Background: an optimization exercise with open tools, aiming at small area. Do not read the settings as production practice. Only simulation tests tie the RTL to the original design; equivalence was not proved. Power and IR drop assume default switching activity. The clock port is modelled as an ideal driver; clocking choices that lean on that would not hold on a real chip.

==> design/flow/design.v <==
package isaPkg;
	localparam logic [5:0] OpRType = 6'b000000;
	localparam logic [5:0] OpAddi = 6'b001000;
	localparam logic [5:0] OpSubi = 6'b001001;
	localparam logic [5:0] OpAndi = 6'b001100;
	localparam logic [5:0] OpOri = 6'b001101;
	localparam logic [5:0] OpLw = 6'b100011;
	localparam logic [5:0] OpSw = 6'b101011;
	localparam logic [5:0] OpJpc = 6'b000010;
	localparam logic [5:0] OpBrfl = 6'b000100;
	localparam logic [5:0] OpCall = 6'b000011;
	localparam logic [5:0] OpRet = 6'b000001;
	localparam logic [5:0] OpHalt = 6'b111111;
	localparam logic [5:0] FnAdd = 6'b100000;
	localparam logic [5:0] FnSub = 6'b100010;
	localparam logic [5:0] FnAnd = 6'b100100;
	localparam logic [5:0] FnOr = 6'b100101;
	localparam logic [5:0] FnSlt = 6'b101010;
	localparam logic [5:0] FnMul = 6'b011000;
endpackage
package ctrlPkg;
	localparam int StackDepth = 8;
endpackage
module aluUnit (
	input logic clk,
	input logic first,
	input logic subtract,
	input logic isAnd,
	input logic isOr,
	input logic isCmp,
	input logic sltEnd,
	input logic a,
	input logic b,
	output logic sum,
	output logic result,
	output logic carry
);
	logic bx;
	logic ci;
	logic co;
	assign bx = b ^ subtract;
	assign ci = first ? subtract : carry;
	assign sum = a ^ bx ^ ci;
	assign co = (a & bx) | (ci & (a ^ bx));
	always_comb
	begin
		if (isAnd)
			result = a & b;
		else if (isOr)
			result = a | b;
		else
			result = sum;
	end
	always_ff @(posedge clk)
	begin
		if (isCmp)
			carry <= (ci & !first) | (a ^ b);
		else if (sltEnd)
			carry <= sum ^ co ^ ci;
		else
			carry <= co;
	end
endmodule
module mulUnit (
	input logic clk,
	input logic a,
	input logic [31:0] b,
	output logic p
);
	logic [30:0] s;
	logic [30:0] c;
	logic [31:0] pp;
	assign pp = a ? b : '0;
	assign p = sm[0];
	logic [30:0] cn;
	logic [31:0] sm;
	for (genvar j = 0; j < 31; j++)
	begin : g_fa
		assign {cn[j], sm[j]} = 2'(s[j]) + 2'(c[j]) + 2'(pp[j]);
	end
	assign sm[31] = pp[31];
	always_ff @(posedge clk)
	begin
		c <= cn;
		s <= sm[31:1];
	end
endmodule
module registerFile (
	input logic clk,
	input logic clr,
	input logic [4:0] readIdxA,
	input logic [4:0] readIdxB,
	output logic readBitA,
	output logic readBitB,
	input logic writeEn,
	input logic [4:0] writeIdx,
	input logic writeBit
);
	logic [31:0] regs [1:31];
	logic [31:0] head;
	logic [7:0] hiSel;
	logic [3:0] loSel;
	always_comb
	begin
		for (int k = 0; k < 8; k++)
			hiSel[k] = clr | (writeEn && writeIdx[4:2] == 3'(k));
		for (int j = 0; j < 4; j++)
			loSel[j] = clr | (writeIdx[1:0] == 2'(j));
	end
	assign head[0] = 1'b0;
	for (genvar r = 1; r < 32; r++)
	begin : g_reg
		assign head[r] = regs[r][0];
		always_ff @(posedge clk)
			regs[r] <= {(hiSel[r / 4] && loSel[r % 4]) ? writeBit : regs[r][0], regs[r][31:1]};
	end
	assign readBitA = head[readIdxA];
	assign readBitB = head[readIdxB];
endmodule
module returnStack (
	input logic clk,
	input logic reset,
	input logic [2:0] slot,
	input logic pushBit,
	input logic pushing,
	input logic push,
	input logic pop,
	output logic popWin,
	output logic topBit
);
	logic [63:0] ring;
	logic [2:0] ptr;
	logic [3:0] count;
	logic nonEmpty;
	logic pushWin;
	assign nonEmpty = count != 4'd0;
	assign pushWin = slot == ptr;
	assign popWin = slot + 3'd1 == ptr;
	assign topBit = nonEmpty && ring[0];
	always_ff @(posedge clk)
		ring <= {(pushing && pushWin) ? pushBit : ring[0], ring[63:1]};
	always_ff @(posedge clk)
	begin
		if (reset)
			count <= '0;
		else if (push)
		begin
			if (count != 4'd8)
				count <= count + 4'd1;
		end
		else if (pop && nonEmpty)
			count <= count - 4'd1;
	end
	always_ff @(posedge clk)
	begin
		if (push)
			ptr <= ptr + 3'd1;
		else if (pop && nonEmpty)
			ptr <= ptr - 3'd1;
	end
endmodule
module controlUnit (
	input logic [5:0] opcode,
	input logic [5:0] funct,
	output logic iType,
	output logic aluWrite,
	output logic isSlt,
	output logic isMul,
	output logic isLw,
	output logic isSw,
	output logic isJump,
	output logic isBr,
	output logic isCall,
	output logic isRet,
	output logic isHalt,
	output logic subtract,
	output logic isAnd,
	output logic isOr
);
	logic isRType;
	logic fnAlu;
	logic opAlu;
	assign isRType = opcode == isaPkg::OpRType;
	assign fnAlu = funct == isaPkg::FnAdd || funct == isaPkg::FnSub ||
		funct == isaPkg::FnAnd || funct == isaPkg::FnOr;
	assign opAlu = opcode[5:4] == 2'b00 && opcode[3] && !opcode[1];
	assign isSlt = isRType && funct == isaPkg::FnSlt;
	assign isMul = isRType && funct == isaPkg::FnMul;
	assign isLw = opcode == isaPkg::OpLw;
	assign isSw = opcode == isaPkg::OpSw;
	assign isBr = opcode == isaPkg::OpBrfl;
	assign isCall = opcode == isaPkg::OpCall;
	assign isJump = isCall || opcode == isaPkg::OpJpc;
	assign isRet = opcode == isaPkg::OpRet;
	assign isHalt = opcode == isaPkg::OpHalt;
	assign aluWrite = (isRType && fnAlu) || opAlu;
	assign iType = opcode[5] || opcode[3];
	assign subtract = iType ? opcode[0] && !opcode[5] : funct[1];
	assign isAnd = iType ? opcode[2] && !opcode[0] : funct[2] && !funct[0];
	assign isOr = iType ? opcode[2] && opcode[0] : funct[2] && funct[0];
endmodule
module cpuCore (
	input logic clk,
	input logic reset,
	output logic [7:0] instrAddr,
	input logic [31:0] instrData,
	output logic [7:0] memAddr,
	output logic [31:0] memWriteData,
	input logic [31:0] memReadData,
	output logic memRead,
	output logic memWrite,
	output logic halted
);
	logic [5:0] cnt;
	logic [4:0] c;
	logic ph;
	logic clr;
	logic run;
	logic [7:0] pc;
	logic [7:0] ma;
	logic [31:0] mwd;
	logic iType;
	logic aluWrite;
	logic isSlt;
	logic isMul;
	logic isLw;
	logic isSw;
	logic isJump;
	logic isBr;
	logic isCall;
	logic isRet;
	logic isHalt;
	logic subtract;
	logic isAnd;
	logic isOr;
	logic first;
	logic frameEnd;
	logic instrEnd;
	logic addrWin;
	logic pcWin;
	logic target;
	logic immBit;
	logic [3:0] immSel;
	logic rsBit;
	logic rtBit;
	logic bBit;
	logic sum;
	logic aluBit;
	logic carry;
	logic prodBit;
	logic loadBit;
	logic writeEn;
	logic writeBit;
	logic [4:0] writeIdx;
	logic pcBit;
	logic pcAdd;
	logic pcCi;
	logic pcSum;
	logic pcCarry;
	logic nextPcBit;
	logic maIn;
	logic popWin;
	logic topBit;
	controlUnit ctrl (
		.opcode(instrData[31:26]),
		.funct(instrData[5:0]),
		.iType(iType),
		.aluWrite(aluWrite),
		.isSlt(isSlt),
		.isMul(isMul),
		.isLw(isLw),
		.isSw(isSw),
		.isJump(isJump),
		.isBr(isBr),
		.isCall(isCall),
		.isRet(isRet),
		.isHalt(isHalt),
		.subtract(subtract),
		.isAnd(isAnd),
		.isOr(isOr)
	);
	assign c = cnt[4:0];
	assign ph = cnt[5];
	assign run = !clr && !halted;
	assign first = cnt == 6'd0;
	assign frameEnd = c == 5'd31;
	assign instrEnd = cnt == 6'd63;
	always_ff @(posedge clk)
	begin
		if (reset)
		begin
			cnt <= '0;
			clr <= 1'b1;
			halted <= 1'b0;
		end
		else
		begin
			cnt <= cnt + 6'd1;
			if (instrEnd)
				clr <= 1'b0;
			if (run && isHalt)
				halted <= 1'b1;
		end
	end
	assign target = isJump || isBr;
	assign immSel = {c[3] && !target, c[2:0]};
	assign immBit = (c[4] && !target) ? instrData[15] : instrData[immSel];
	assign bBit = iType ? immBit : rtBit;
	aluUnit alu (
		.clk(clk),
		.first(first),
		.subtract(subtract),
		.isAnd(isAnd),
		.isOr(isOr),
		.isCmp(isBr),
		.sltEnd(frameEnd && !ph),
		.a(rsBit),
		.b(bBit),
		.sum(sum),
		.result(aluBit),
		.carry(carry)
	);
	always_ff @(posedge clk)
	begin
		if (!ph)
			mwd <= {rtBit, mwd[31:1]};
	end
	mulUnit mul (
		.clk(clk),
		.a(rsBit && isMul && ph),
		.b(mwd),
		.p(prodBit)
	);
	assign loadBit = memReadData[c];
	always_comb
	begin
		if (instrData[31])
			writeBit = loadBit;
		else if (instrData[29] || instrData[5])
			writeBit = isSlt ? c == 5'd0 && carry : aluBit;
		else
			writeBit = prodBit;
	end
	assign writeIdx = iType ? instrData[20:16] : instrData[15:11];
	assign writeEn = run && ((aluWrite && !ph) || ((isSlt || isMul) && ph) ||
		(isLw && (ph ^ (c[4] || c[3]))));
	registerFile regs (
		.clk(clk),
		.clr(clr),
		.readIdxA(instrData[25:21]),
		.readIdxB(instrData[20:16]),
		.readBitA(rsBit),
		.readBitB(rtBit),
		.writeEn(writeEn),
		.writeIdx(writeIdx),
		.writeBit(writeBit && !clr)
	);
	assign pcBit = pc[c[2:0]];
	assign pcAdd = isBr && !carry && immBit;
	assign pcCi = c[2:0] == 3'd0 || pcCarry;
	assign pcSum = pcBit ^ pcAdd ^ pcCi;
	always_ff @(posedge clk)
		pcCarry <= (pcBit & pcAdd) | (pcCi & (pcBit ^ pcAdd));
	assign nextPcBit = isJump ? immBit : pcSum;
	assign addrWin = !ph && c[4:3] == 2'd0 && instrData[31];
	assign pcWin = ph && c[4:3] == 2'd3;
	always_comb
	begin
		if (addrWin)
			maIn = sum;
		else if (isRet)
			maIn = popWin ? topBit : ma[0];
		else
			maIn = nextPcBit;
	end
	always_ff @(posedge clk)
	begin
		if (run && (addrWin || pcWin || isRet))
			ma <= {maIn, ma[7:1]};
	end
	always_ff @(posedge clk)
	begin
		if (reset)
			pc <= '0;
		else if (run && instrEnd)
			pc <= {maIn, ma[7:1]};
	end
	returnStack stack (
		.clk(clk),
		.reset(reset),
		.slot(cnt[5:3]),
		.pushBit(pcSum),
		.pushing(run && isCall),
		.push(run && instrEnd && isCall),
		.pop(run && instrEnd && isRet),
		.popWin(popWin),
		.topBit(topBit)
	);
	always_ff @(posedge clk)
	begin
		memRead <= !reset && run && instrData[31] && !instrData[29];
		memWrite <= !reset && run && isSw && !ph && frameEnd;
	end
	assign instrAddr = pc;
	assign memAddr = ma;
	assign memWriteData = mwd;
endmodule
==> design/flow/flow/run.sh <==
#!/bin/bash
# The standard layout, with two changes:
#  - after the standard synthesis, the combinational logic is mapped again
#    by ABC for area (registers, full adders and their names are kept);
#  - ports are buffered with buf_1 and the clock tree has no dummy loads.
set -euo pipefail
here=$(pwd)
export BUFFER_PORTS_ARGS="-buffer_cell sky130_fd_sc_hd__buf_1"
export CTS_ARGS="-sink_clustering_enable -repair_clock_nets -dont_use_dummy_load -buf_list sky130_fd_sc_hd__clkbuf_8 -sink_clustering_size 17 -sink_clustering_max_diameter 70"
bash standard.sh synth > synth.log 2>&1
res=$here/orfs/results/sky130hd/cpuCore/base
cp "$res/1_2_yosys.v" "$here/std_1_2_yosys.v"
bash "$here/flow/remap.sh" "$here/std_1_2_yosys.v" "$res/1_2_yosys.v" > remap.log 2>&1
bash standard.sh > standard.log 2>&1
==> design/flow/flow/remap.sh <==
#!/bin/bash
# usage: remap.sh IN.v OUT.v -- maps the combinational cells of a mapped
# netlist again with ABC for area, trying a few ABC scripts and keeping the
# smallest result. Flip-flops, full adders and tie cells stay as they are,
# with their names.
set -euo pipefail
in=$1; out=$2
flow=${FLOW_HOME:-/OpenROAD-flow-scripts/flow}
lib=$flow/platforms/sky130hd/lib/sky130_fd_sc_hd__tt_025C_1v80.lib
yosys_bin=$(command -v yosys || echo /OpenROAD-flow-scripts/tools/install/yosys/bin/yosys)
work=$(mktemp -d)
printf 'strash\ndch -f\namap\n' > $work/s1.abc
printf 'strash\ndch -f\nmap -a\n' > $work/s2.abc
printf 'strash\n&get -n\n&dch -f\n&nf -R 1000\n&put\n' > $work/s3.abc
printf 'strash\ndch -f\namap\nstrash\ndch -f\namap\n' > $work/s4.abc
dont=""
for c in $(sed -n '/^export DONT_USE_CELLS/,/^$/p' $flow/platforms/sky130hd/config.mk | grep -o 'sky130_fd_sc_hd__[a-z0-9_]*'); do dont="$dont -dont_use $c"; done
# Logic models of the combinational cells, to take the netlist apart.
$yosys_bin -q -p "read_liberty -ignore_miss_func $lib; delete sky130_fd_sc_hd__*df* sky130_fd_sc_hd__*dl* sky130_fd_sc_hd__fa_* sky130_fd_sc_hd__conb_1; write_verilog -noattr $work/cells.v"
best=""
bestArea=""
for s in s1 s2 s3 s4; do
cat > $work/$s.ys <<EOS
read_liberty -lib $lib
read_verilog $in
hierarchy -top cpuCore
techmap -map $work/cells.v
techmap
opt -purge
rename -hide w:* o:* i:* %u %d
abc -liberty $lib $dont -script $work/$s.abc
splitnets
opt_clean -purge
hilomap -singleton -hicell sky130_fd_sc_hd__conb_1 HI -locell sky130_fd_sc_hd__conb_1 LO
insbuf -buf sky130_fd_sc_hd__buf_1 A X
opt_clean -purge
check -assert -mapped
tee -o $work/$s.stat stat -liberty $lib
write_verilog -noattr -nohex -nodec $work/$s.v
EOS
	$yosys_bin -s $work/$s.ys > $work/$s.log 2>&1 || { echo "$s failed"; continue; }
	area=$(grep "Chip area" $work/$s.stat | head -1 | awk '{print $NF}')
	echo "$s: $area"
	if [[ -z "$bestArea" ]] || awk "BEGIN{exit !($area < $bestArea)}"; then best=$s; bestArea=$area; fi
done
echo "best: $best $bestArea"
cat $work/$best.log
cp $work/$best.v $out
rm -rf $work
==> design/flow/standard.sh <==
#!/bin/bash
# synth_recipe.tcl (not shown) runs the flow's synth.tcl, then flattens the netlist and writes it again
# the make line also repeats each setting of config.mk as NAME=value (left out here)
make -C /OpenROAD-flow-scripts/flow DESIGN_CONFIG=/design/flow/config.mk WORK_HOME=/design/flow/orfs CLKGATE_MAP_FILE= SYNTH_SCRIPT=/design/flow/synth_recipe.tcl "${@:-finish}"
==> design/flow/config.mk <==
export PLATFORM = sky130hd
export DESIGN_NAME = cpuCore
export DESIGN_NICKNAME = cpuCore
export VERILOG_FILES = /design/flow/design.v
export SDC_FILE = /design/flow/constraint.sdc
export NUM_CORES = 4
export LEC_CHECK = 0
export ABC_AREA = 1
export CAP_MARGIN = 20
export CORE_MARGIN = 2
export CORE_UTILIZATION = 65
export SLEW_MARGIN = 20
==> design/flow/constraint.sdc <==
create_clock -name core_clock -period 10.5 [get_ports {clk}]
set_input_delay 2.1000 -clock core_clock [delete_from_list [all_inputs] [get_ports {clk}]]
set_output_delay 2.1000 -clock core_clock [all_outputs]
set_load 0.01 [all_outputs]
==> impl_metrics.csv, run 1 <==
group,metric,value,unit
die,die_area,43800,um^2
placed_design,placed_cell_area,28520,um^2
finish,finish.utilization,0.7099,
critical_path,worstPathRequired,11020,ps
clock_network,cts.repair.resized,0,
clock_network,htree_num_levels,3,
timing,finalSetupViolCount,0,
clock_network,ctsHoldBuffers,0,
critical_path,crit_path_top_delay_cell,"or3_2",
global_route,grt_antenna_before_repair,3,
clock_network,clockBufferDepth,3,
pwr,vdd_drop_max,0.1600,mV
timing,rsz0062_at_grt,"false",
die,core-area,41760,um^2
global_route,grt_pass1_wl,64180,um
synth,syn_inst,1711,
timing,relSlewSlack,0.2759,
placed_design,port_buffers,116,
timing,layout_setup_ws,4001,ps
critical_path,cp-start-kind,"primary input",
timing,worst_pin_slew,1075,ps
finish,fill_cells,2607,
die,die_height,209.3,um
placed_design,preCtsSetupSlack,3253,ps
clock_network,ctsRootBufferMaster,"clkbuf_8",
synth,synth-warning-count,6,
critical_path,cp_num_buf_inv,3,
critical_path,cp_max_fo,31,
hold_path,hold_class,"flip-flop to flip-flop",
critical_path,crit_top_cell,"clkinv_1",
finish,instances_no_fill,2452,
die,rows,75,
clock_network,postCtsSetupBuffers,0,
critical_path,cp_cell_sequence,"buf_1, clkinv_1, o221ai_1, o311ai_0, and3_1, o32a_1, o22ai_1, clkinv_1, a22oi_1, fa_1, nand3_1, o2111ai_1, o31a_1, nor2_1, nor3_1, or3_2, a21oi_1",
global_route,grt_start_max_net_pins,33,
critical_path,cpLargestDelayFamily,"compound AO/OA/AOI/OAI gates",
placed_design,place.gp.congestion,0.8931,
timing,timing.fmax,0.1539,GHz
route,vias,12030,
timing,fin_tns_setup,0,ps
clock_network,clkLatencyLatePin,660,ps
die,initial_core_util,0.6559,
synth,synth_nets,1813,
finish,area_growth,8.227,%
global_route,grt_overflow,0,
finish,seq_area,24150,um^2
global_route,grt_use_total,0.1918,
timing,min_period,6499,ps
clock_network,path_clk_slew,90,ps
synth,avgSynthCellArea,16.01,um^2
route,routed_wl,40660,um
route,vias_per_cell,4.905,
die,boundaryPins,117,
global_route,grt_pass1_vias,12030,
pwr,total_leakage_power,11.58,nW
timing,fin_crit_sh,0.6189,
timing,drv_slew,0,
finish,drive_gt1_frac,0.04448,
synth,syn_area,27390,um^2
route,wire_per_inst,16.58,um
timing,finClkSkew,81.20,ps
finish,final_nets,2015,
critical_path,path_class,"primary input to flip-flop",
timing,hold_viol_final,0,
status,status,"finished clean",
route,dr.first_iter.drc_count,942,
die,die_w,209.3,um
pwr,power,6.550,mW
placed_design,dp_hpwl,26830,um
route,drcViolationCount,0,
finish,finish.instance_area,29640,um^2
pwr,power_density,221.0,nW/um^2
job,maxCapViolations,0,
clock_network,tritoncts,"built",
clock_network,cts_buffers,81,
route,drtAntennaViolNets,0,
route,dr.pass1.iters,5,
critical_path,endpoint_kind,"flip-flop",
critical_path,arrival,7020,ps
placed_design,dp_cells,2369,
timing,whs,265.5,ps
critical_path,critPathMaxStageDelay,760,ps
finish,multiInputGateArea,2987,um^2
clock_network,cts.sinks,1185,
==> area by class of cell <==
| cell class | count | share of cell area |
|---|---|---|
| diodes | 2 | 0.0001688 |
| clock buffers | 81 | 0.03761 |
| inverters | 67 | 0.008484 |
| multi-input cells | 459 | 0.1008 |
| flip-flops and latches | 1185 | 0.8148 |
| well taps | 539 | 0.02275 |
| repair buffers | 119 | 0.01545 |
==> path summary, 6_finish.rpt <==
kind,to,slack (ps),cells after the start,start
worst max register to register,regs.regs[3][31],5320,17,cnt[0]
worst min-delay path,regs.regs[3][24],270,0,regs.regs[3][25]
worst max-delay path,regs.regs[3][31],4000,17,instrData[16]
worst min register to register,regs.regs[3][24],270,0,regs.regs[3][25]
==> registers in the layout, summed over array words and instances, names as in the netlist, 3 cells and up <==
register     flops
cnt              6
ma               8
mul.c           31
mul.s           31
mwd             32
pc               8
regs.regs      992
stack.count      4
stack.ptr        3
stack.ring      64
==> power by group <==
part	switching (mW)	internal [mW]	leakage, nW
Combinational	0.0699	0.0376	1.35
Sequential	0.0134	4.53	9.65
Clock	1.20	0.695	0.582
==> per-layer routing <==
metal  vias to the layer above  part of all wire  track usage
met5                         -           0.00027            0
met4                         2             0.027      0.07167
met3                        81             0.055      0.04280
met2                       338              0.44       0.2928
met1                      5681              0.48       0.2730
li1                       5924                 -            -
==> layout by cell type, fill, tap and decap left out, drive strengths merged, types with 2 or more instances in the layout <==
cell	instances
dfxtp	1142
nor2	143
buf	119
clkbuf	81
clkinv	67
a21oi	47
edfxtp	43
fa	36
nor2b	32
o22ai	30
nor3	29
nand2	25
a221oi	15
nand3	13
o21ai	13
o221ai	12
nor4	10
a22oi	7
a211oi	6
a32o	4
o32ai	4
a31oi	4
o31ai	3
or3	3
diode	2
o311ai	2
a32oi	2
a2111oi	2
o221a	2
a41oi	2
o21a	2
or2	2
==> run 2, diff against run 1 <==
--- a/design/flow/flow/run.sh
+++ b/design/flow/flow/run.sh
@@ -7,5 +7,5 @@
 here=$(pwd)
 export BUFFER_PORTS_ARGS="-buffer_cell sky130_fd_sc_hd__buf_1"
-export CTS_ARGS="-sink_clustering_enable -repair_clock_nets -dont_use_dummy_load -buf_list sky130_fd_sc_hd__clkbuf_8 -sink_clustering_size 17 -sink_clustering_max_diameter 70"
+export CTS_ARGS="-sink_clustering_enable -repair_clock_nets -dont_use_dummy_load -buf_list sky130_fd_sc_hd__clkbuf_16 -sink_clustering_size 30 -sink_clustering_max_diameter 100"
 bash standard.sh synth > synth.log 2>&1
 res=$here/orfs/results/sky130hd/cpuCore/base
==> impl_metrics.csv, run 2 <==
group,metric,value,unit
hold_path,holdPathStages,0,
die,initial_core_util,0.6559,
pwr,p_sw,1.312,mW
timing,finClkSkew,72.74,ps
global_route,grt_use_total,0.2127,
clock_network,cts.sinks,1185,
timing,relSlewSlack,0.2834,
timing,finalSetupViolCount,0,
critical_path,r2r_setup_slack,5270,ps
route,drcViolationCount,0,
critical_path,crit_path_top_delay_cell,"or3_2",
route,dr.first_iter.drc_count,1027,
placed_design,port_buffers,116,
pwr,p_int,5.350,mW
critical_path,reg2regPathDepth,17,
synth,avgSynthCellArea,16.01,um^2
clock_network,clockBufferDepth,3,
global_route,grt_pass1_wl,70250,um
die,core-area,41760,um^2
pwr,vdd_drop_max,0.2012,mV
synth,synth-warning-count,6,
finish,largest_register_ffs,992,
critical_path,arrival,7050,ps
route,vias,12090,
finish,final_cell_mix,"dfxtp_1 (1142), nor2_1 (143), buf_1 (116), clkinv_1 (67), a21oi_1 (47)",
pwr,swShare,0.1969,
critical_path,cp_max_fo,31,
hold_path,hp-start,"regs.regs[24][29]",
global_route,grt_util_met2,0.3531,
global_route,use_met1,0.2955,
critical_path,path_class,"primary input to flip-flop",
die,die_w,209.3,um
placed_design,place.gp.congestion,0.8931,
timing,fin_crit_sh,0.6241,
clock_network,ctsHoldBuffers,0,
timing,worst_pin_slew,1064,ps
clock_network,htree_num_levels,2,
global_route,grt_overflow,0,
global_route,grt_start_max_net_pins,33,
route,vias_per_cell,5.005,
job,maxCapViolations,0,
synth,syn_area,27390,um^2
clock_network,tritoncts,"built",
clock_network,cts_buffers,45,
route,routed_wl,45400,um
clock_network,cts.repair.resized,0,
route,drtAntennaViolNets,0,
critical_path,r2r_end,"regs.regs[29][31]",
global_route,grtUsageMet3,0.03127,
pwr,p_clk_frac,0.301,
global_route,busiest_layer,"met2",
synth,syn_inst,1711,
timing,hold_viol_final,0,
route,wire_per_inst,18.80,um
critical_path,crit_top_cell,"clkinv_1",
critical_path,worstPathRequired,11000,ps
critical_path,cp-start-kind,"primary input",
finish,layout_commonest_cell,"dfxtp_1",
global_route,grt_antenna_before_repair,1,
finish,final_nets,1979,
die,boundaryPins,117,
clock_network,path_clk_slew,110,ps
die,die_area,43800,um^2
timing,min_period,6553,ps
critical_path,cpLargestDelayFamily,"compound AO/OA/AOI/OAI gates",
placed_design,dp_hpwl,26830,um
finish,finish.instance_area,29650,um^2
pwr,seqPwrFrac,0.683,
pwr,combPwrFrac,0.016,
critical_path,r2r_start,"cnt[0]",
hold_path,hold_class,"flip-flop to flip-flop",
critical_path,cp_cell_sequence,"buf_1, clkinv_1, o221ai_1, o311ai_0, and3_1, o32a_1, o22ai_1, clkinv_1, a22oi_1, fa_1, nand3_1, o2111ai_1, o31a_1, nor2_1, nor3_1, or3_2, a21oi_1",
global_route,grt_pass1_vias,12300,
finish,fill_cells,2578,
timing,whs,269.4,ps
finish,drive_gt1_frac,0.02613,
die,die_height,209.3,um
route,dr.pass1.iters,7,
pwr,total_leakage_power,11.55,nW
clock_network,clkLatencyLatePin,640,ps
timing,rsz0062_at_grt,"false",
finish,area_growth,8.259,%
clock_network,postCtsSetupBuffers,0,
timing,fin_tns_setup,0,ps
placed_design,placed_cell_area,28520,um^2
critical_path,cp_num_buf_inv,3,
pwr,power_density,224.7,nW/um^2
finish,largestRegisters,"regs.regs (992), stack.ring (64), mwd (32)",
timing,drv_slew,0,
hold_path,min_to,"regs.regs[24][28]",
critical_path,endpoint_kind,"flip-flop",
timing,timing.fmax,0.1526,GHz
status,status,"finished clean",
die,rows,75,
synth,synth_nets,1813,
clock_network,ctsRootBufferMaster,"clkbuf_16",
finish,max_flop_register,"regs.regs",
critical_path,critPathMaxStageDelay,760,ps
run 2: area by class of cell:
cell class / instances / area [um^2] / share of cell area
sequential: 1185 / 24150 / 0.8146
multi-input combinational: 459 / 2987 / 0.1007
clock buffer: 45 / 1126 / 0.03798
tap: 539 / 674.4 / 0.02274
timing repair buffer: 119 / 457.9 / 0.01544
inverter: 67 / 251.5 / 0.008481
antenna: 1 / 2.502 / 0.00008439
run 2: layer usage:
layer | vias up | wire length, um
li1 | 5873 | -
met1 | 5827 | 20900
met2 | 314 | 21580
met3 | 72 | 1953
met4 | 2 | 957
met5 | - | 9
run 2: power by group through the flow:
stage,registers [mW],logic [mW],clock network (mW)
floorplan,4.66,0.0539,0
global placement,4.65,0.107,0
detailed placement,4.65,0.107,0
CTS,4.55,0.107,2.04
global route,4.55,0.118,2.18
finish,4.55,0.108,2.00
run 2: worst max path at each step:
| stage | startpoint | end | slack, ps | depth (start not counted) |
|---|---|---|---|---|
| 5_1_grt | instrData[16] | regs.regs[29][31] | 3510 | 18 |
| 6_report | instrData[16] | regs.regs[29][31] | 3950 | 17 |
| 3_3_place_gp | instrData[16] | regs.regs[31][31] | 3460 | 17 |
| 3_5_place_dp | instrData[16] | regs.regs[18][31] | 3250 | 17 |
| 2_1_floorplan | instrData[29] | regs.regs[31][31] | 4580 | 19 |
| 4_1_cts | instrData[16] | regs.regs[29][31] | 3880 | 17 |
run 2: per-stage QoR:
stage / util / total power, mW / setup WS [ps] / std cells
3_5_place_dp: 0.6830 / 4.760 / 3253 / 2369
3_3_place_gp: 0.6830 / 4.759 / 3456 / 2369
2_1_floorplan: - / 4.710 / 4576 / 1711
6_report: 0.7101 / 6.661 / 3947 / 2415
5_1_grt: 0.7100 / 6.854 / 3508 / 2414
4_1_cts: 0.7100 / 6.699 / 3885 / 2414
==> run 3, diff against run 2 <==
--- a/design/flow/design.v
+++ b/design/flow/design.v
@@ -140,23 +140,26 @@
 	always_ff @(posedge clk)
 		ring <= {(pushing && pushWin) ? pushBit : ring[0], ring[63:1]};
+	logic up;
+	logic down;
+	logic [3:0] flip;
+	assign up = push && !count[3];
+	assign down = !push && pop && nonEmpty;
+	assign flip[0] = up || down;
+	assign flip[1] = (up && count[0]) || (down && !count[0]);
+	assign flip[2] = (up && count[1:0] == 2'b11) || (down && count[1:0] == 2'b00);
+	assign flip[3] = (up && count[2:0] == 3'b111) || (down && count[2:0] == 3'b000);
 	always_ff @(posedge clk)
 	begin
 		if (reset)
 			count <= '0;
-		else if (push)
-		begin
-			if (count != 4'd8)
-				count <= count + 4'd1;
-		end
-		else if (pop && nonEmpty)
-			count <= count - 4'd1;
+		else
+			count <= count ^ flip;
 	end
+	logic [2:0] ptrFlip;
+	assign ptrFlip[0] = push || down;
+	assign ptrFlip[1] = (push && ptr[0]) || (down && !ptr[0]);
+	assign ptrFlip[2] = (push && ptr[1:0] == 2'b11) || (down && ptr[1:0] == 2'b00);
 	always_ff @(posedge clk)
-	begin
-		if (push)
-			ptr <= ptr + 3'd1;
-		else if (pop && nonEmpty)
-			ptr <= ptr - 3'd1;
-	end
+		ptr <= ptr ^ ptrFlip;
 endmodule
 module controlUnit (
--- a/design/flow/flow/run.sh
+++ b/design/flow/flow/run.sh
@@ -7,5 +7,5 @@
 here=$(pwd)
 export BUFFER_PORTS_ARGS="-buffer_cell sky130_fd_sc_hd__buf_1"
-export CTS_ARGS="-sink_clustering_enable -repair_clock_nets -dont_use_dummy_load -buf_list sky130_fd_sc_hd__clkbuf_16 -sink_clustering_size 30 -sink_clustering_max_diameter 100"
+export CTS_ARGS="-sink_clustering_enable -repair_clock_nets -dont_use_dummy_load -buf_list sky130_fd_sc_hd__clkbuf_8 -sink_clustering_size 22 -sink_clustering_max_diameter 60"
 bash standard.sh synth > synth.log 2>&1
 res=$here/orfs/results/sky130hd/cpuCore/base
--- a/design/flow/flow/remap.sh
+++ b/design/flow/flow/remap.sh
@@ -14,4 +14,5 @@
 printf 'strash\n&get -n\n&dch -f\n&nf -R 1000\n&put\n' > $work/s3.abc
 printf 'strash\ndch -f\namap\nstrash\ndch -f\namap\n' > $work/s4.abc
+printf 'strash\ndc2\ndch -f\namap\n' > $work/s5.abc
 dont=""
 for c in $(sed -n '/^export DONT_USE_CELLS/,/^$/p' $flow/platforms/sky130hd/config.mk | grep -o 'sky130_fd_sc_hd__[a-z0-9_]*'); do dont="$dont -dont_use $c"; done
@@ -20,5 +21,5 @@
 best=""
 bestArea=""
-for s in s1 s2 s3 s4; do
+for s in s1 s2 s3 s4 s5; do
 cat > $work/$s.ys <<EOS
 read_liberty -lib $lib
==> impl_metrics.csv, run 3 <==
group,metric,value,unit
status,status,"finished clean",
route,drtAntennaViolNets,0,
route,wl_met1,19890,um
clock_network,tritoncts,"built",
clock_network,clkLatencyLatePin,660,ps
route,drcViolationCount,0,
die,die_height,209.0,um
global_route,grt_pass1_wl,65830,um
timing,relSlewSlack,0.4076,
hold_path,hold_class,"flip-flop to flip-flop",
critical_path,critPathMaxStageDelay,590,ps
finish,fill_cells,2637,
pwr,combPwrFrac,0.017,
clock_network,cts.repair.resized,0,
pwr,p_clk_frac,0.273,
finish,seq_area,24120,um^2
critical_path,path_class,"primary input to flip-flop",
placed_design,placed_cell_area,28440,um^2
timing,rsz0062_at_grt,"false",
placed_design,dp_hpwl,27590,um
global_route,grt_start_max_net_pins,38,
route,dr.max_layer_used,"met4",
timing,drv_slew,0,
synth,syn_area,27310,um^2
route,routed_wl,41620,um
clock_network,postCtsSetupBuffers,0,
global_route,grt_overflow,0,
timing,finalSetupViolCount,0,
placed_design,port_buffers,116,
finish,drive_gt1_frac,0.03759,
clock_network,path_clk_slew,110,ps
job,maxCapViolations,0,
finish,finish.utilization,0.7049,
pwr,p_int,5.148,mW
finish,layout_commonest_cell,"dfxtp_1",
global_route,grt_pass1_vias,12160,
finish,final_cell_mix,"dfxtp_1 (1145), nor2_1 (140), buf_1 (116), clkinv_1 (67), clkbuf_8 (66)",
pwr,seqPwrFrac,0.710,
critical_path,cp-start-kind,"primary input",
die,die_area,43660,um^2
pwr,swShare,0.1971,
timing,hold_viol_final,0,
finish,final_nets,1991,
timing,fin_tns_setup,0,ps
timing,timing.fmax,0.1539,GHz
critical_path,crit_top_cell,"a21oi_1",
route,wl_met2,18720,um
synth,avgSynthCellArea,16.02,um^2
die,initial_core_util,0.6554,
clock_network,ctsHoldBuffers,0,
route,dr.first_iter.drc_count,810,
pwr,p_sw,1.264,mW
timing,worst_pin_slew,886.8,ps
critical_path,cpLargestDelayFamily,"simple AND/OR/NAND/NOR gates",
finish,max_flop_register,"regs.regs",
finish,finish.instance_area,29370,um^2
pwr,power,6.412,mW
critical_path,cp_cell_sequence,"buf_1, nor2_1, clkinv_1, nor4_1, clkinv_1, nand2_1, nor2_1, nor3_1, nor3_1, a21oi_1, a21oi_1, nor2_1, a21oi_1, fa_1, o221ai_1, a311oi_1, a2111oi_0, a31oi_2, buf_4, a21oi_1",
clock_network,cts.sinks,1185,
finish,area_growth,7.561,%
synth,synth_nets,1804,
critical_path,arrival,6940,ps
die,boundaryPins,117,
pwr,power_density,218.3,nW/um^2
clock_network,cts_buffers,66,
clock_network,ctsRootBufferMaster,"clkbuf_8",
clock_network,clockBufferDepth,3,
placed_design,place.gp.congestion,0.8626,
critical_path,endpoint_kind,"flip-flop",
clock_network,htree_num_levels,3,
timing,min_period,6498,ps
synth,syn_inst,1704,
route,dr.pass1.iters,5,
finish,largestRegisters,"regs.regs (992), stack.ring (64), mwd (32)",
critical_path,crit_path_top_delay_cell,"fa_1",
global_route,grt_use_total,0.1968,
synth,synth-warning-count,6,
timing,finClkSkew,117.9,ps
critical_path,cp_max_fo,31,
finish,largest_register_ffs,992,
route,wl_met3,1743,um
global_route,grt_antenna_before_repair,4,
route,wire_per_inst,17.10,um
die,die_w,209.0,um
critical_path,worstPathRequired,10940,ps
pwr,vdd_drop_max,0.2162,mV
critical_path,cp_num_buf_inv,4,
route,vias_per_cell,4.895,
die,rows,75,
die,core-area,41670,um^2
pwr,total_leakage_power,11.43,nW
route,vias,11920,
timing,fin_crit_sh,0.6188,
finish,multiInputGateArea,2940,um^2
run 3: per-layer routing:
layer	vias up	track usage
met2	273	0.3034
met1	5674	0.2805
met4	0	0.07537
met5	-	0
li1	5885	-
met3	83	0.03832
run 3: cell type report:
cell class,count,area share
clock buffer,66,0.03093
inverter,67,0.008563
multi-input combinational,452,0.1001
antenna,6,0.0005112
sequential,1185,0.8213
timing repair buffer,119,0.01559
tap,539,0.02296
run 3: final timing paths:
| check | start | endpoint | slack (ps) | depth (start not counted) |
|---|---|---|---|---|
| worst max register to register | cnt[1] | regs.regs[10][31] | 5960 | 19 |
| worst min register to register | regs.regs[18][6] | regs.regs[18][5] | 270 | 0 |
| worst min-delay path | regs.regs[18][6] | regs.regs[18][5] | 270 | 0 |
| worst max-delay path | instrData[31] | regs.regs[10][31] | 4000 | 20 |
run 3: worst reg2reg max path: cells and delay by family, from the launching register on:
kind            cells  cell delay, ps
fa+ha+maj           1             510
compound gates     10            2040
flops               1             360
buf+inv             3             760
simple gates        5             770
run 3: metrics by stage:
stage / instances / hold slack, ps / setup slack, ps
final: 2434 / 272.1 / 4002
after global routing: 2431 / 269.4 / 3448
after CTS: 2428 / 256.3 / 4119
after detailed placement: 2362 / 312.1 / 3487
after global placement: 2362 / 310.1 / 3664
after floorplan: 1704 / 309.6 / 3798
run 3: power by group through the flow:
stage	sequential (mW)	combinational (mW)	clock (mW)
floorplan	4.66	0.0540	0
global placement	4.65	0.108	0
detailed placement	4.65	0.107	0
CTS	4.55	0.108	1.80
global route	4.56	0.119	1.94
finish	4.55	0.108	1.75
==> run 4, diff against run 3 <==
--- a/design/flow/flow/run.sh
+++ b/design/flow/flow/run.sh
@@ -7,5 +7,5 @@
 here=$(pwd)
 export BUFFER_PORTS_ARGS="-buffer_cell sky130_fd_sc_hd__buf_1"
-export CTS_ARGS="-sink_clustering_enable -repair_clock_nets -dont_use_dummy_load -buf_list sky130_fd_sc_hd__clkbuf_8 -sink_clustering_size 22 -sink_clustering_max_diameter 60"
+export CTS_ARGS="-sink_clustering_enable -repair_clock_nets -dont_use_dummy_load -buf_list sky130_fd_sc_hd__clkbuf_8 -sink_clustering_size 19 -sink_clustering_max_diameter 75"
 bash standard.sh synth > synth.log 2>&1
 res=$here/orfs/results/sky130hd/cpuCore/base
==> impl_metrics.csv, run 4 <==
group,metric,value,unit
status,status,"finished clean",
placed_design,dp_hpwl,27590,um
timing,hold_viol_final,0,
critical_path,cpLargestDelayFamily,"simple AND/OR/NAND/NOR gates",
die,die_w,209.0,um
hold_path,holdPathStages,0,
pwr,vdd_drop_max,0.1671,mV
critical_path,arrival,6920,ps
route,vias,11980,
clock_network,cts.sinks,1185,
route,dr.pass1.iters,5,
die,initial_core_util,0.6554,
placed_design,place.gp.congestion,0.8626,
global_route,grt_antenna_before_repair,3,
timing,min_period,6442,ps
clock_network,clkLatencyLatePin,650,ps
critical_path,cp_max_fo,31,
finish,seq_area,24120,um^2
finish,drive_gt1_frac,0.04063,
hold_path,hp-start,"regs.regs[6][2]",
route,drtAntennaViolNets,0,
job,maxCapViolations,0,
synth,synth_nets,1804,
route,routed_wl,41910,um
timing,finalSetupViolCount,0,
critical_path,cp_cell_sequence,"buf_1, nor2_1, clkinv_1, nor4_1, clkinv_1, nand2_1, nor2_1, nor3_1, nor3_1, a21oi_1, a21oi_1, nor2_1, a21oi_1, fa_1, o221ai_1, a311oi_1, a2111oi_0, a31oi_2, buf_4, a21oi_1",
placed_design,dp_cells,2362,
clock_network,tritoncts,"built",
finish,largest_register_ffs,992,
global_route,grt_use_total,0.1976,
synth,avgSynthCellArea,16.02,um^2
die,boundaryPins,117,
finish,layout_commonest_cell,"dfxtp_1",
finish,instances_no_fill,2440,
global_route,grt_overflow,0,
timing,drv_slew,0,
clock_network,clockBufferDepth,3,
critical_path,r2r_end,"regs.regs[24][31]",
global_route,grt_start_max_net_pins,38,
finish,multiInputGateArea,2940,um^2
timing,worst_pin_slew,910.0,ps
finish,final_cell_mix,"dfxtp_1 (1145), nor2_1 (140), buf_1 (116), clkbuf_8 (72), clkinv_1 (67)",
die,die_area,43660,um^2
placed_design,port_buffers,116,
clock_network,cts_buffers,72,
synth,syn_inst,1704,
clock_network,ctsRootBufferMaster,"clkbuf_8",
finish,max_flop_register,"regs.regs",
clock_network,postCtsSetupBuffers,0,
critical_path,r2r_setup_slack,5950,ps
critical_path,worstPathRequired,10980,ps
placed_design,preCtsSetupSlack,3487,ps
critical_path,cp_num_buf_inv,4,
die,rows,75,
critical_path,r2r_start,"cnt[1]",
critical_path,reg2regPathDepth,19,
clock_network,htree_num_levels,3,
timing,fin_crit_sh,0.6135,
route,drcViolationCount,0,
synth,syn_area,27310,um^2
clock_network,cts.repair.resized,0,
critical_path,crit_top_cell,"a21oi_1",
route,wire_per_inst,17.18,um
timing,rsz0062_at_grt,"false",
route,vias_per_cell,4.911,
timing,fin_tns_setup,0,ps
global_route,grt_pass1_wl,65980,um
hold_path,min_to,"regs.regs[6][1]",
critical_path,crit_path_top_delay_cell,"fa_1",
finish,fill_cells,2600,
global_route,grt_pass1_vias,12220,
timing,timing.fmax,0.1552,GHz
synth,synth-warning-count,6,
critical_path,critPathMaxStageDelay,590,ps
hold_path,hold_class,"flip-flop to flip-flop",
clock_network,ctsHoldBuffers,0,
timing,relSlewSlack,0.3933,
clock_network,path_clk_slew,110,ps
timing,finClkSkew,77.52,ps
timing,layout_setup_ws,4058,ps
finish,area_growth,7.863,%
critical_path,path_class,"primary input to flip-flop",
pwr,power_density,219.5,nW/um^2
finish,largestRegisters,"regs.regs (992), stack.ring (64), mwd (32)",
finish,final_nets,1997,
critical_path,cp-start-kind,"primary input",
pwr,total_leakage_power,11.48,nW
die,die_height,209.0,um
die,core-area,41670,um^2
critical_path,endpoint_kind,"flip-flop",
route,dr.first_iter.drc_count,756,
[run 4: worst max path at each step]
stage,from,end,slack (ps),cells past startpoint
after floorplan,instrData[29],regs.regs[31][31],3800,18
after global placement,instrData[29],regs.regs[31][31],3660,20
final,instrData[31],regs.regs[24][31],4060,20
after CTS,instrData[29],regs.regs[24][31],4160,20
after detailed placement,instrData[29],regs.regs[3][31],3490,20
after global routing,instrData[31],regs.regs[25][31],3490,20
[run 4: cell type report]
type                    count  share of cell area
flip-flops and latches   1185              0.8190
multi-input cells         452             0.09983
clock buffers              72             0.03364
well taps                 539             0.02290
repair buffers            119             0.01555
inverters                  67            0.008539
diodes                      6           0.0005098
[run 4: power breakdown]
part | internal [mW] | switching (mW) | leakage (nW) | total, mW
Combinational | 0.0378 | 0.0703 | 1.32 | 0.108
Clock | 0.622 | 1.19 | 0.518 | 1.81
Sequential | 4.53 | 0.0134 | 9.64 | 4.55
Total | 5.20 | 1.27 | 11.5 | 6.47
[run 4: layer usage]
metal  track usage  up-vias  share of wire
met5             0        -              0
met4       0.07734        0          0.030
met3       0.03968       90          0.044
met2        0.3067      266           0.45
met1        0.2781     5725           0.48
li1              -     5901              -
[run 4: per-stage QoR]
step | hold WS [ps] | power, mW | cell area, um^2 | util
CTS | 264.8 | 6.526 | 29440 | 0.7065
finish | 256.6 | 6.466 | 29450 | 0.7069
global placement | 310.1 | 4.760 | 28440 | 0.6827
floorplan | 309.6 | 4.709 | 27310 | -
detailed placement | 312.1 | 4.760 | 28440 | 0.6827
global route | 260.3 | 6.677 | 29450 | 0.7067
==> run 5, diff against run 4 <==
--- a/design/flow/flow/run.sh
+++ b/design/flow/flow/run.sh
@@ -7,5 +7,5 @@
 here=$(pwd)
 export BUFFER_PORTS_ARGS="-buffer_cell sky130_fd_sc_hd__buf_1"
-export CTS_ARGS="-sink_clustering_enable -repair_clock_nets -dont_use_dummy_load -buf_list sky130_fd_sc_hd__clkbuf_8 -sink_clustering_size 19 -sink_clustering_max_diameter 75"
+export CTS_ARGS="-sink_clustering_enable -repair_clock_nets -dont_use_dummy_load -buf_list sky130_fd_sc_hd__clkbuf_8 -sink_clustering_size 20 -sink_clustering_max_diameter 75"
 bash standard.sh synth > synth.log 2>&1
 res=$here/orfs/results/sky130hd/cpuCore/base
==> impl_metrics.csv, run 5 <==
group,metric,value,unit
finish,instances_no_fill,2437,
clock_network,htree_num_levels,3,
clock_network,cts.sinks,1185,
finish,final_cell_mix,"dfxtp_1 (1145), nor2_1 (140), buf_1 (116), clkbuf_8 (69), clkinv_1 (67)",
pwr,power_density,218.6,nW/um^2
global_route,grt_pass1_vias,12110,
clock_network,postCtsSetupBuffers,0,
clock_network,clkLatencyLatePin,670,ps
clock_network,cts.repair.resized,0,
route,dr.pass1.iters,4,
route,vias_per_cell,4.899,
finish,drive_gt1_frac,0.03911,
pwr,total_leakage_power,11.45,nW
status,status,"finished clean",
critical_path,crit_path_start,"instrData[31]",
hold_path,hp-start,"regs.regs[4][2]",
pwr,p_clk_frac,0.276,
global_route,grt_pass1_wl,65020,um
critical_path,cp-start-kind,"primary input",
critical_path,arrival,6950,ps
finish,final_nets,1994,
synth,syn_area,27310,um^2
finish,layout_commonest_cell,"dfxtp_1",
die,core-area,41670,um^2
timing,finClkSkew,88.52,ps
route,drcViolationCount,0,
pwr,combPwrFrac,0.017,
clock_network,tritoncts,"built",
timing,min_period,6459,ps
clock_network,ctsHoldBuffers,0,
pwr,seqPwrFrac,0.708,
global_route,grt_overflow,0,
global_route,grt_antenna_before_repair,4,
clock_network,path_clk_slew,120,ps
finish,largest_register_ffs,992,
die,die_height,209.0,um
pwr,p_int,5.171,mW
finish,largestRegisters,"regs.regs (992), stack.ring (64), mwd (32)",
synth,avgSynthCellArea,16.02,um^2
critical_path,worstPathRequired,10990,ps
synth,syn_inst,1704,
die,rows,75,
timing,timing.fmax,0.1548,GHz
timing,fin_tns_setup,0,ps
die,die_area,43660,um^2
route,dr.first_iter.drc_count,734,
finish,finish.utilization,0.7059,
timing,drv_slew,0,
pwr,p_sw,1.259,mW
route,drtAntennaViolNets,0,
finish,max_flop_register,"regs.regs",
timing,finalSetupViolCount,0,
placed_design,place.gp.congestion,0.8626,
placed_design,dp_hpwl,27590,um
synth,synth_nets,1804,
pwr,swShare,0.1958,
timing,worst_pin_slew,932.3,ps
timing,whs,284.1,ps
timing,relSlewSlack,0.3785,
die,boundaryPins,117,
clock_network,cts_buffers,69,
route,vias,11940,
clock_network,clockBufferDepth,3,
global_route,grt_use_total,0.1941,
hold_path,hold_class,"flip-flop to flip-flop",
route,routed_wl,41130,um
placed_design,dp_cells,2362,
timing,hold_viol_final,0,
finish,area_growth,7.712,%
die,die_w,209.0,um
critical_path,endpoint_kind,"flip-flop",
critical_path,path_class,"primary input to flip-flop",
job,maxCapViolations,0,
synth,synth-warning-count,6,
timing,rsz0062_at_grt,"false",
die,initial_core_util,0.6554,
pwr,vdd_drop_max,0.1735,mV
critical_path,r2r_start,"cnt[1]",
clock_network,ctsRootBufferMaster,"clkbuf_8",
critical_path,cp_max_fo,31,
timing,fin_crit_sh,0.6151,
route,wire_per_inst,16.88,um
global_route,grt_start_max_net_pins,38,
placed_design,port_buffers,116,
==> run 5: critical path, stage by stage <==
cell	delay (ps)
buf_1	140
nor2_1	450
clkinv_1	440
nor4_1	550
clkinv_1	220
nand2_1	170
nor2_1	60
nor3_1	220
nor3_1	80
a21oi_1	240
a21oi_1	200
nor2_1	130
a21oi_1	80
fa_1	590
o221ai_1	130
a311oi_1	280
a2111oi_0	110
a31oi_2	260
buf_4	370
a21oi_1	120
==> run 5: layout make-up <==
class,count,area (um^2)
Sequential cell,1185,24120
Tap cell,539,674.4
Fill cell,2617,12250
Antenna cell,6,15.01
Multi-Input combinational cell,452,2940
Clock buffer,69,949.7
Timing Repair Buffer,119,457.9
Inverter,67,251.5
==> run 5: through the flow <==
| stage | setup WS (ps) | cell area (um^2) | power [mW] |
|---|---|---|---|
| 2_1_floorplan | 3798 | 27310 | 4.709 |
| 3_3_place_gp | 3664 | 28440 | 4.760 |
| 3_5_place_dp | 3487 | 28440 | 4.760 |
| 4_1_cts | 4165 | 29390 | 6.486 |
| 5_1_grt | 3503 | 29400 | 6.640 |
| 6_report | 4041 | 29410 | 6.429 |
==> run 5: path summary, 6_finish.rpt <==
check,to,slack [ps],cells past startpoint
worst max-delay path,regs.regs[28][31],4040,20
worst min-delay path,regs.regs[4][1],280,0
worst max register to register,regs.regs[28][31],5930,19
worst min register to register,regs.regs[4][1],280,0
==> run 5: power groups by stage <==
stage / sequential, mW / clock (mW) / combinational [mW]
global route: 4.55 / 1.97 / 0.119
CTS: 4.55 / 1.83 / 0.108
global placement: 4.65 / 0 / 0.108
finish: 4.55 / 1.77 / 0.108
floorplan: 4.66 / 0 / 0.0540
detailed placement: 4.65 / 0 / 0.107
==> run 5: per-layer routing <==
layer  wire (um)  global-route usage  part of all wire  vias up
met3        1847             0.03832             0.045       97
met1       19530              0.2742              0.47     5686
met2       18380              0.2979              0.45      270
met5           0                   0                 0        -
li1            -                   -                 -     5886
met4        1374             0.08202             0.033        0
==> run 6, diff against run 5 <==
--- a/design/flow/design.v
+++ b/design/flow/design.v
@@ -401,8 +401,6 @@
 	);
 	always_ff @(posedge clk)
-	begin
-		memRead <= !reset && run && instrData[31] && !instrData[29];
 		memWrite <= !reset && run && isSw && !ph && frameEnd;
-	end
+	assign memRead = !memWrite;
 	assign instrAddr = pc;
 	assign memAddr = ma;
--- a/design/flow/flow/remap.sh
+++ b/design/flow/flow/remap.sh
@@ -15,4 +15,7 @@
 printf 'strash\ndch -f\namap\nstrash\ndch -f\namap\n' > $work/s4.abc
 printf 'strash\ndc2\ndch -f\namap\n' > $work/s5.abc
+printf 'strash\nbalance\ndch -f\namap\n' > $work/s6.abc
+printf 'strash\ndch\namap\n' > $work/s7.abc
+printf 'strash\ndc2\ndc2\ndch -f\namap\n' > $work/s8.abc
 dont=""
 for c in $(sed -n '/^export DONT_USE_CELLS/,/^$/p' $flow/platforms/sky130hd/config.mk | grep -o 'sky130_fd_sc_hd__[a-z0-9_]*'); do dont="$dont -dont_use $c"; done
@@ -21,5 +24,5 @@
 best=""
 bestArea=""
-for s in s1 s2 s3 s4 s5; do
+for s in s1 s2 s3 s4 s5 s6 s7 s8; do
 cat > $work/$s.ys <<EOS
 read_liberty -lib $lib
==> impl_metrics.csv, run 6 <==
group,metric,value,unit
clock_network,clockBufferDepth,3,
timing,min_period,6211,ps
timing,finalSetupViolCount,0,
critical_path,crit_path_top_delay_cell,"clkinv_1",
finish,max_flop_register,"regs.regs",
critical_path,cp-start-kind,"primary input",
critical_path,cp_cell_sequence,"buf_1, clkinv_1, a221oi_1, o21ai_0, and3_1, o32ai_1, o22ai_1, a22oi_1, fa_1, nand3_1, o21ai_0, a21oi_1, nor2_1, o221ai_1, o311ai_2, buf_4, a21oi_1",
critical_path,reg2regPathDepth,18,
clock_network,clkLatencyLatePin,640,ps
route,routed_wl,40370,um
pwr,power_density,218.7,nW/um^2
global_route,grtUsageMet3,0.03607,
timing,hold_viol_final,0,
finish,layout_commonest_cell,"dfxtp_1",
timing,rsz0062_at_grt,"false",
synth,avgSynthCellArea,16.19,um^2
hold_path,hold_class,"flip-flop to flip-flop",
pwr,total_leakage_power,11.46,nW
route,dr.pass1.iters,5,
critical_path,critPathCapture,"regs.regs[16][31]",
route,drcViolationCount,0,
critical_path,r2r_setup_slack,5820,ps
clock_network,tritoncts,"built",
critical_path,r2r_end,"regs.regs[16][31]",
hold_path,holdPathStages,0,
synth,synth-warning-count,6,
placed_design,dp_hpwl,26800,um
timing,relSlewSlack,0.3862,
route,dr.first_iter.drc_count,681,
critical_path,cp_max_fo,31,
global_route,grt_start_max_net_pins,39,
critical_path,worstPathRequired,11040,ps
critical_path,r2r_start,"cnt[0]",
clock_network,path_clk_slew,110,ps
route,vias,11890,
timing,finClkSkew,55.51,ps
critical_path,crit_path_start,"instrData[16]",
global_route,busiest_layer,"met2",
job,maxCapViolations,0,
timing,fin_tns_setup,0,ps
finish,final_cell_mix,"dfxtp_1 (1144), nor2_1 (123), buf_1 (116), clkbuf_8 (69), clkinv_1 (60)",
global_route,grt_overflow,0,
critical_path,arrival,6750,ps
global_route,use_met1,0.2698,
clock_network,ctsHoldBuffers,0,
route,drtAntennaViolNets,0,
synth,syn_area,27260,um^2
die,die_area,43590,um^2
finish,num_antenna_cells,0,
clock_network,cts.repair.resized,0,
timing,fin_crit_sh,0.5915,
timing,drv_slew,0,
clock_network,cts.sinks,1184,
global_route,grt_pass1_vias,11680,
global_route,grt_antenna_before_repair,1,
finish,area_growth,7.665,%
route,vias_per_cell,4.933,
status,status,"finished clean",
placed_design,port_buffers,116,
critical_path,critPathMaxStageDelay,620,ps
critical_path,cpLargestDelayFamily,"compound AO/OA/AOI/OAI gates",
critical_path,path_class,"primary input to flip-flop",
finish,drive_gt1_frac,0.03900,
timing,timing.fmax,0.1610,GHz
die,rows,75,
clock_network,postCtsSetupBuffers,0,
clock_network,ctsRootBufferMaster,"clkbuf_8",
finish,finish.utilization,0.7044,
synth,syn_inst,1684,
finish,final_nets,1974,
hold_path,hp-start,"regs.regs[15][27]",
die,boundaryPins,117,
die,core-area,41670,um^2
die,initial_core_util,0.6542,
critical_path,endpoint_kind,"flip-flop",
global_route,grt_pass1_wl,63320,um
critical_path,cp_num_buf_inv,3,
finish,largest_register_ffs,992,
global_route,grt_use_total,0.1891,
die,die_w,208.8,um
finish,largestRegisters,"regs.regs (992), stack.ring (64), mwd (32)",
clock_network,htree_num_levels,3,
route,wire_per_inst,16.74,um
synth,synth_nets,1784,
global_route,grt_util_met2,0.2905,
placed_design,place.gp.congestion,0.8690,
critical_path,cp_num_cells,17,
timing,worst_pin_slew,920.7,ps
die,die_height,208.8,um
pwr,vdd_drop_max,0.1834,mV
clock_network,cts_buffers,69,
run 6: worst min-delay path by stage:
stage	slack, ps	to
finish	260	regs.regs[15][26]
global route	260	regs.regs[15][22]
CTS	270	regs.regs[15][26]
detailed placement	310	regs.regs[10][28]
global placement	310	regs.regs[10][3]
floorplan	310	regs.regs[10][0]
run 6: metrics by stage:
stage / setup slack, ps / cells / instance area, um^2 / total power [mW] / hold slack [ps]
floorplan: 4177 / 1684 / 27260 / 4.702 / 309.6
global placement: 3888 / 2342 / 28400 / 4.748 / 309.9
detailed placement: 3718 / 2342 / 28400 / 4.750 / 312.1
CTS: 4395 / 2411 / 29350 / 6.477 / 266.1
global route: 3919 / 2411 / 29350 / 6.635 / 264.1
finish: 4289 / 2411 / 29350 / 6.420 / 263.4
run 6: area by class of cell:
cell class | count | area (um^2)
Tap cell | 539 | 674.4
Fill cell | 2559 | 12320
Timing Repair Buffer | 119 | 457.9
Clock buffer | 69 | 949.7
Sequential cell | 1184 | 24100
Inverter | 60 | 225.2
Multi-Input combinational cell | 440 | 2938
run 6: power breakdown:
group          total [mW]  internal [mW]  leakage, nW  switching, mW
clock network        1.77          0.597        0.496           1.17
logic               0.104         0.0367         1.33         0.0672
registers            4.54           4.53         9.63         0.0133
total                6.42           5.17         11.5           1.25
run 6: layer usage:
layer	part of all wire	wire, um	vias to the layer above
met3	0.052	2119	81
met4	0.028	1122	0
li1	-	-	5840
met2	0.45	18110	343
met1	0.47	19020	5630
met5	0	0	-
run 6: worst register-to-register path, cell delays in order (launching register included):
cell	delay (ps)
dfxtp_1	380
nor2_1	540
clkinv_1	490
o22ai_1	230
a2111oi_0	90
nor4_1	280
nor3_1	90
a21oi_1	260
o22ai_1	170
a22oi_1	360
fa_1	510
nand3_1	90
o21ai_0	80
a21oi_1	130
nor2_1	50
o221ai_1	210
o311ai_2	160
buf_4	280
a21oi_1	220
==> run 7, diff against run 6 <==
--- a/design/flow/flow/run.sh
+++ b/design/flow/flow/run.sh
@@ -7,5 +7,5 @@
 here=$(pwd)
 export BUFFER_PORTS_ARGS="-buffer_cell sky130_fd_sc_hd__buf_1"
-export CTS_ARGS="-sink_clustering_enable -repair_clock_nets -dont_use_dummy_load -buf_list sky130_fd_sc_hd__clkbuf_8 -sink_clustering_size 20 -sink_clustering_max_diameter 75"
+export CTS_ARGS="-sink_clustering_enable -repair_clock_nets -dont_use_dummy_load -buf_list {sky130_fd_sc_hd__clkbuf_4 sky130_fd_sc_hd__clkbuf_8 sky130_fd_sc_hd__clkbuf_16} -sink_clustering_size 20 -sink_clustering_max_diameter 75"
 bash standard.sh synth > synth.log 2>&1
 res=$here/orfs/results/sky130hd/cpuCore/base
==> impl_metrics.csv, run 7 <==
group,metric,value,unit
die,boundaryPins,117,
placed_design,dp_hpwl,26800,um
pwr,seqPwrFrac,0.634,
pwr,total_leakage_power,11.81,nW
finish,area_growth,10.53,%
pwr,p_clk_frac,0.352,
critical_path,worstPathRequired,10990,ps
timing,relSlewSlack,0.4012,
timing,worst_pin_slew,898.2,ps
die,core-area,41670,um^2
route,routed_wl,48490,um
timing,finalSetupViolCount,0,
route,vias_per_cell,5.136,
global_route,grt_start_max_net_pins,39,
placed_design,port_buffers,116,
clock_network,tritoncts,"built",
critical_path,endpoint_kind,"flip-flop",
finish,largest_register_ffs,992,
clock_network,ctsRootBufferMaster,"clkbuf_16",
clock_network,clockBufferDepth,3,
global_route,grt_overflow,0,
hold_path,hold_class,"flip-flop to flip-flop",
finish,fill_cells,2395,
route,dr.first_iter.drc_count,894,
route,vias,12390,
die,die_w,208.8,um
global_route,grt_antenna_before_repair,6,
timing,timing.fmax,0.1571,GHz
finish,seq_area,24100,um^2
global_route,grt_pass1_vias,12930,
pwr,power_density,237.9,nW/um^2
pwr,power,7.168,mW
finish,drive_gt1_frac,0.03900,
clock_network,postCtsSetupBuffers,0,
finish,finish.instance_area,30130,um^2
clock_network,htree_num_levels,3,
placed_design,place.gp.congestion,0.8690,
synth,synth-warning-count,6,
die,initial_core_util,0.6542,
timing,hold_viol_final,0,
synth,avgSynthCellArea,16.19,um^2
global_route,grt_use_total,0.2282,
finish,max_flop_register,"regs.regs",
pwr,vdd_drop_max,0.1877,mV
timing,layout_setup_ws,4134,ps
global_route,grt_pass1_wl,74960,um
clock_network,cts.sinks,1184,
finish,final_nets,1974,
die,die_area,43590,um^2
synth,synth_nets,1784,
timing,min_period,6366,ps
placed_design,preCtsSetupSlack,3718,ps
timing,fin_crit_sh,0.6063,
clock_network,cts_buffers,69,
pwr,swShare,0.1996,
timing,fin_tns_setup,0,ps
timing,drv_slew,0,
finish,multiInputGateArea,2938,um^2
finish,largestRegisters,"regs.regs (992), stack.ring (64), mwd (32)",
job,maxCapViolations,0,
critical_path,cp-start-kind,"primary input",
synth,syn_inst,1684,
synth,syn_area,27260,um^2
route,dr.pass1.iters,6,
pwr,combPwrFrac,0.015,
placed_design,placed_cell_area,28400,um^2
route,drcViolationCount,0,
critical_path,cp_max_fo,31,
status,status,"finished clean",
die,die_height,208.8,um
finish,finish.utilization,0.7232,
critical_path,arrival,6860,ps
timing,rsz0062_at_grt,"false",
finish,final_cell_mix,"dfxtp_1 (1144), nor2_1 (123), buf_1 (116), clkbuf_16 (69), clkinv_1 (60)",
critical_path,path_class,"primary input to flip-flop",
clock_network,path_clk_slew,90,ps
pwr,p_int,5.737,mW
timing,finClkSkew,53.76,ps
clock_network,cts.repair.resized,0,
pwr,p_sw,1.431,mW
route,drtAntennaViolNets,0,
route,wire_per_inst,20.10,um
die,rows,75,
finish,layout_commonest_cell,"dfxtp_1",
clock_network,clkLatencyLatePin,600,ps
clock_network,ctsHoldBuffers,0,
==> run 7: cell types whose count changed in the layout (fill, tap and decap cells not counted), sizes merged <==
cell	before	now
diode	0	2
==> run 7: layout make-up <==
class,instances,share of cell area
repair buffers,119,0.01520
multi-input cells,440,0.09750
flip-flops and latches,1184,0.8000
clock buffers,69,0.05731
inverters,60,0.007475
diodes,2,0.0001661
well taps,539,0.02238
==> run 7: worst paths after layout <==
path | from | endpoint | slack [ps] | cells past startpoint
setup / recovery | instrData[16] | regs.regs[12][31] | 4130 | 17
hold / removal | regs.regs[20][1] | regs.regs[20][0] | 290 | 0
setup reg to reg | cnt[0] | regs.regs[12][31] | 5750 | 18
hold reg to reg | regs.regs[20][1] | regs.regs[20][0] | 290 | 0
==> run 7: power groups by stage <==
stage / clock network [mW] / registers, mW / logic (mW)
after floorplan: 0 / 4.65 / 0.0511
after global placement: 0 / 4.65 / 0.101
after detailed placement: 0 / 4.65 / 0.102
after CTS: 2.57 / 4.54 / 0.103
after global routing: 2.71 / 4.55 / 0.114
final: 2.52 / 4.54 / 0.105
==> run 7: routing by layer <==
metal | GRT usage | up-vias | part of all wire
met5 | 0 | - | 0
met4 | 0.08498 | 0 | 0.032
met3 | 0.04494 | 117 | 0.052
met2 | 0.3725 | 404 | 0.48
met1 | 0.3066 | 6013 | 0.44
li1 | - | 5860 | -
==> run 7: critical path, cell delays in order <==
cell and delay, ps:
buf_1 530, clkinv_1 620, a221oi_1 420, o21ai_0 110, and3_1 200, o32ai_1 500
o22ai_1 210, a22oi_1 350, fa_1 510, nand3_1 90, o21ai_0 80, a21oi_1 130
nor2_1 50, o221ai_1 220, o311ai_2 160, buf_4 280, a21oi_1 280
==> run 7: per-stage QoR <==
step | std cells | hold slack (ps)
final | 2413 | 291.4
after global routing | 2413 | 297.0
after CTS | 2411 | 291.9
after detailed placement | 2342 | 312.1
after global placement | 2342 | 309.9
after floorplan | 1684 | 309.6
==> run 8, diff against run 7 <==
--- a/design/flow/flow/run.sh
+++ b/design/flow/flow/run.sh
@@ -7,5 +7,5 @@
 here=$(pwd)
 export BUFFER_PORTS_ARGS="-buffer_cell sky130_fd_sc_hd__buf_1"
-export CTS_ARGS="-sink_clustering_enable -repair_clock_nets -dont_use_dummy_load -buf_list {sky130_fd_sc_hd__clkbuf_4 sky130_fd_sc_hd__clkbuf_8 sky130_fd_sc_hd__clkbuf_16} -sink_clustering_size 20 -sink_clustering_max_diameter 75"
+export CTS_ARGS="-sink_clustering_enable -repair_clock_nets -dont_use_dummy_load -buf_list sky130_fd_sc_hd__clkbuf_4 -sink_clustering_size 11 -sink_clustering_max_diameter 50"
 bash standard.sh synth > synth.log 2>&1
 res=$here/orfs/results/sky130hd/cpuCore/base
==> impl_metrics.csv, run 8 <==
group,metric,value,unit
clock_network,path_clk_slew,100,ps
critical_path,worstPathRequired,11170,ps
pwr,vdd_drop_max,0.1661,mV
clock_network,clkLatencyLatePin,860,ps
clock_network,tritoncts,"built",
clock_network,htree_num_levels,3,
die,die_area,43590,um^2
clock_network,cts.repair.resized,0,
hold_path,hp-start,"regs.regs[1][7]",
clock_network,cts_buffers,119,
finish,max_flop_register,"regs.regs",
timing,min_period,6075,ps
timing,rsz0062_at_grt,"false",
die,core-area,41670,um^2
synth,syn_area,27260,um^2
route,routed_wl,40790,um
die,boundaryPins,117,
timing,fin_tns_setup,0,ps
route,drcViolationCount,0,
timing,drv_slew,0,
placed_design,port_buffers,116,
finish,final_nets,2024,
critical_path,reg2regPathDepth,18,
finish,area_growth,7.477,%
timing,timing.fmax,0.1646,GHz
finish,fill_cells,2611,
route,vias_per_cell,4.948,
route,dr.first_iter.drc_count,629,
clock_network,clockBufferDepth,3,
timing,whs,251.9,ps
route,vias,12190,
global_route,grt_pass1_vias,12210,
critical_path,cpLargestDelayFamily,"compound AO/OA/AOI/OAI gates",
clock_network,cts.sinks,1184,
hold_path,holdPathStages,0,
global_route,grt_pass1_wl,64850,um
synth,synth_nets,1784,
placed_design,dp_cells,2342,
critical_path,cp-start-kind,"primary input",
critical_path,endpoint_kind,"flip-flop",
status,status,"finished clean",
critical_path,critPathMaxStageDelay,620,ps
die,die_height,208.8,um
job,maxCapViolations,0,
critical_path,crit_path_top_delay_cell,"clkinv_1",
timing,finalSetupViolCount,0,
timing,hold_viol_final,0,
finish,drive_gt1_frac,0.06400,
global_route,grt_use_total,0.1940,
critical_path,arrival,6750,ps
pwr,total_leakage_power,11.51,nW
critical_path,cp_num_cells,17,
global_route,grt_antenna_before_repair,2,
clock_network,postCtsSetupBuffers,0,
finish,largest_register_ffs,992,
finish,layout_commonest_cell,"dfxtp_1",
global_route,grt_overflow,0,
route,dr.pass1.iters,5,
die,die_w,208.8,um
finish,final_cell_mix,"dfxtp_1 (1144), nor2_1 (123), clkbuf_4 (119), buf_1 (116), clkinv_1 (60)",
die,rows,75,
critical_path,cp_num_buf_inv,3,
critical_path,cp_cell_sequence,"buf_1, clkinv_1, a221oi_1, o21ai_0, and3_1, o32ai_1, o22ai_1, a22oi_1, fa_1, nand3_1, o21ai_0, a21oi_1, nor2_1, o221ai_1, o311ai_2, buf_4, a21oi_1",
timing,fin_crit_sh,0.5786,
pwr,power_density,217.1,nW/um^2
synth,avgSynthCellArea,16.19,um^2
timing,finClkSkew,118.1,ps
critical_path,crit_path_start,"instrData[16]",
route,drtAntennaViolNets,0,
finish,instances_no_fill,2463,
clock_network,ctsRootBufferMaster,"clkbuf_4",
synth,syn_inst,1684,
critical_path,r2r_start,"cnt[0]",
critical_path,path_class,"primary input to flip-flop",
finish,largestRegisters,"regs.regs (992), stack.ring (64), mwd (32)",
critical_path,cp_max_fo,31,
hold_path,hold_class,"flip-flop to flip-flop",
route,wire_per_inst,16.56,um
clock_network,ctsHoldBuffers,0,
synth,synth-warning-count,6,
placed_design,dp_hpwl,26800,um
global_route,grt_start_max_net_pins,39,
timing,relSlewSlack,0.3824,
timing,worst_pin_slew,926.5,ps
die,initial_core_util,0.6542,
placed_design,place.gp.congestion,0.8690,
[run 8: per-layer routing]
| metal | GRT usage | share of wire | routed length (um) | vias up |
|---|---|---|---|---|
| met5 | 0 | 0 | 0 | - |
| met1 | 0.2685 | 0.46 | 18860 | 5738 |
| met4 | 0.08842 | 0.027 | 1099 | 0 |
| met3 | 0.04343 | 0.060 | 2434 | 83 |
| met2 | 0.2966 | 0.45 | 18390 | 361 |
| li1 | - | - | - | 6005 |
[run 8: per-stage QoR]
stage | setup slack, ps | area [um^2] | power (mW) | util
global route | 4107 | 29300 | 6.614 | 0.7032
finish | 4425 | 29300 | 6.359 | 0.7032
detailed placement | 3718 | 28400 | 4.750 | 0.6816
CTS | 4648 | 29290 | 6.433 | 0.7030
global placement | 3888 | 28400 | 4.748 | 0.6816
floorplan | 4177 | 27260 | 4.702 | -
[run 8: layout make-up]
class / instances / area (um^2) / area share
flip-flops and latches: 1184 / 24100 / 0.8227
multi-input cells: 440 / 2938 / 0.1003
clock buffers: 119 / 893.4 / 0.03049
well taps: 539 / 674.4 / 0.02302
repair buffers: 119 / 457.9 / 0.01563
inverters: 60 / 225.2 / 0.007687
diodes: 2 / 5.005 / 0.0001708
[run 8: worst paths after layout]
path,slack (ps),endpoint
worst max-delay path,4420,regs.regs[8][31]
worst max register to register,5830,regs.regs[8][31]
worst min-delay path,250,regs.regs[1][6]
worst min register to register,250,regs.regs[1][6]
[run 8: report_power, final]
group          switching [mW]  internal [mW]  total [mW]  leakage, nW
clock                    1.19          0.520        1.71        0.548
combinational          0.0673         0.0368       0.104         1.33
sequential             0.0134           4.53        4.54         9.63

Re-timed with assumed drivers on the ports (clkbuf_16 on the clock, buf_2 on other inputs), run 8 has 4.398 ns of setup slack against 4.425 ns with ideal ports, and 3.530 ns once port delays also move by the mid clock arrival of 0.869 ns.
